This is an optimization exercise on Yosys and OpenROAD, whose aim is small area and a short achievable clock period, not a production implementation.
Only simulation tests tie the RTL to the original design; equivalence was not proved.
Power figures rest on the tool's default switching activity, not on a simulated workload.

==> module mshr_entry_array, before the edit <==
module mshr_entry_array #(
    parameter int n_entries = 16
) (
    input  logic                         clk,
    input  logic                         rst,
    input  logic [151:0]                 upd,
    input  logic [23:0]                  req_addr,
    input  logic [$clog2(n_entries)-1:0] mshr_i,
    input  logic [158:0]                 entry_rd,
    output logic [n_entries*159-1:0]     entries,
    output logic [n_entries-1:0]         valid,
    output logic [n_entries-1:0]         cur_oh,
    output logic [158:0]                 upd_rec
);
    localparam int idx_bits = $clog2(n_entries);
    logic         wr_addr, wr_state, wr_line, wr_tag, wr_wm;
    logic [2:0]   d_state;
    logic [11:0]  d_tag;
    logic [11:0]  d_addr;
    logic [127:0] d_line;
    logic [3:0]   d_wm;
    assign wr_addr  = upd[151];
    assign wr_state = upd[151] | upd[150];
    assign wr_line  = upd[151] | upd[149];
    assign wr_tag   = upd[151] | upd[148];
    assign wr_wm    = upd[151] | upd[147];
    assign d_state = upd[146:144];
    assign d_tag   = upd[143:132];
    assign d_addr  = req_addr[11:0];
    assign d_line  = upd[131:4];
    assign d_wm    = upd[3:0];
    assign upd_rec = {wr_state ? d_state : entry_rd[158:156],
                      wr_tag   ? d_tag   : entry_rd[155:144],
                      wr_addr  ? d_addr  : entry_rd[143:132],
                      wr_line  ? d_line  : entry_rd[131:4],
                      wr_wm    ? d_wm    : entry_rd[3:0]};
    for (genvar i = 0; i < n_entries; i++) begin : g_entry
        logic         sel;
        logic         v_q;
        logic [158:0] rec_q;
        assign sel = (mshr_i == idx_bits'(i));
        always_ff @(posedge clk or negedge rst) begin
            if (!rst) begin
                v_q <= 1'b0;
            end else if (sel) begin
                v_q <= 1'b1;
            end
        end
        always_ff @(posedge clk) begin
            if (sel) rec_q <= upd_rec;
        end
        assign valid[i]  = v_q;
        assign cur_oh[i] = sel;
        assign entries[i*159 +: 159] = rec_q;
    end
endmodule
export LEC_CHECK = 0
export CAP_MARGIN = 20
export CORE_MARGIN = 2
export CORE_UTILIZATION = 40
export SETUP_SLACK_MARGIN = 0.6
export SLEW_MARGIN = 20
create_clock -name core_clock -period 4.4 [get_ports {clk}]
run.sh (not shown) runs the stock make flow with config.mk's settings and CLKGATE_MAP_FILE= SYNTH_SCRIPT=/design/flow/synth_recipe.tcl, a recipe that flattens the netlist after the stock synthesis.
The first run went through all stages and came out clean.
==> next run, changes <==
--- a/flow/design.v
+++ b/flow/design.v
@@ -25,11 +25,11 @@
     assign wr_line  = upd[151] | upd[149];
     assign wr_tag   = upd[151] | upd[148];
     assign wr_wm    = upd[151] | upd[147];
-    assign d_state = upd[146:144];
-    assign d_tag   = upd[143:132];
-    assign d_addr  = req_addr[11:0];
-    assign d_line  = upd[131:4];
-    assign d_wm    = upd[3:0];
+    assign d_state = upd[146:144] & {3{wr_state}};
+    assign d_tag   = upd[143:132] & {12{wr_tag}};
+    assign d_addr  = req_addr[11:0] & {12{wr_addr}};
+    assign d_line  = upd[131:4] & {128{wr_line}};
+    assign d_wm    = upd[3:0] & {4{wr_wm}};
     assign upd_rec = {wr_state ? d_state : entry_rd[158:156],
                       wr_tag   ? d_tag   : entry_rd[155:144],
                       wr_addr  ? d_addr  : entry_rd[143:132],
@@ -38,7 +38,11 @@
     for (genvar i = 0; i < n_entries; i++) begin : g_entry
         logic         sel;
         logic         v_q;
-        logic [158:0] rec_q;
+        logic [2:0]   state_q;
+        logic [11:0]  tag_q;
+        logic [11:0]  addr_q;
+        logic [127:0] line_q;
+        logic [3:0]   word_mask_q;
         assign sel = (mshr_i == idx_bits'(i));
         always_ff @(posedge clk or negedge rst) begin
             if (!rst) begin
@@ -48,11 +52,23 @@
             end
         end
         always_ff @(posedge clk) begin
-            if (sel) rec_q <= upd_rec;
+            if (sel && (wr_addr || !v_q)) addr_q <= d_addr;
+        end
+        always_ff @(posedge clk) begin
+            if (sel && (wr_state || !v_q)) state_q <= d_state;
+        end
+        always_ff @(posedge clk) begin
+            if (sel && (wr_line || !v_q)) line_q <= d_line;
+        end
+        always_ff @(posedge clk) begin
+            if (sel && (wr_tag || !v_q)) tag_q <= d_tag;
+        end
+        always_ff @(posedge clk) begin
+            if (sel && (wr_wm || !v_q)) word_mask_q <= d_wm;
         end
         assign valid[i]  = v_q;
         assign cur_oh[i] = sel;
-        assign entries[i*159 +: 159] = rec_q;
+        assign entries[i*159 +: 159] = {state_q, tag_q, addr_q, line_q, word_mask_q};
     end
 endmodule
 `timescale 1ns/10ps
Effect: Design area increases by about 2.2%; global-route usage went up by 2.4 points; combinational power came out higher by about 7%; final cell count is higher by 3.2%; clock skew grows by 0.051 ns; power came out higher by 0.54%; critical path depth rose by 6; area after synthesis grows by 0.82%; clock power came out higher by about 3%; die area is higher by 0.81%.

[static timing again, ports no longer ideal]
No port has a modelled driver above. Below, the same layouts with a new extraction and two added sets of constraints. Step 1, drivers: a clkbuf_16 drives clk and a buf_2 each remaining input, both assumed. Step 2, shift: input delay + t, output delay - t, t = (earliest + latest rising clock arrival at the registers) / 2. This alone moves slack from input paths to output paths. Three values: no drivers, after step 1, after step 2; two values: the first two.
run	t, ns	setup WS [ns]	worst hold slack (ns)	worst setup path at the end
the first run	1.024	0.528 / 0.528 / -0.351	0.462 / 0.462 / 0.462	input to register
the second run	1.053	0.435 / 0.463 / -0.528	0.430 / 0.430 / 0.430	input to register
With both steps, setup timing fails in the first run and the second run, where it was met with ideal ports. The setup slack of the second run, which loses most, moves by +0.028 ns with the drivers and by -0.963 ns with both steps.
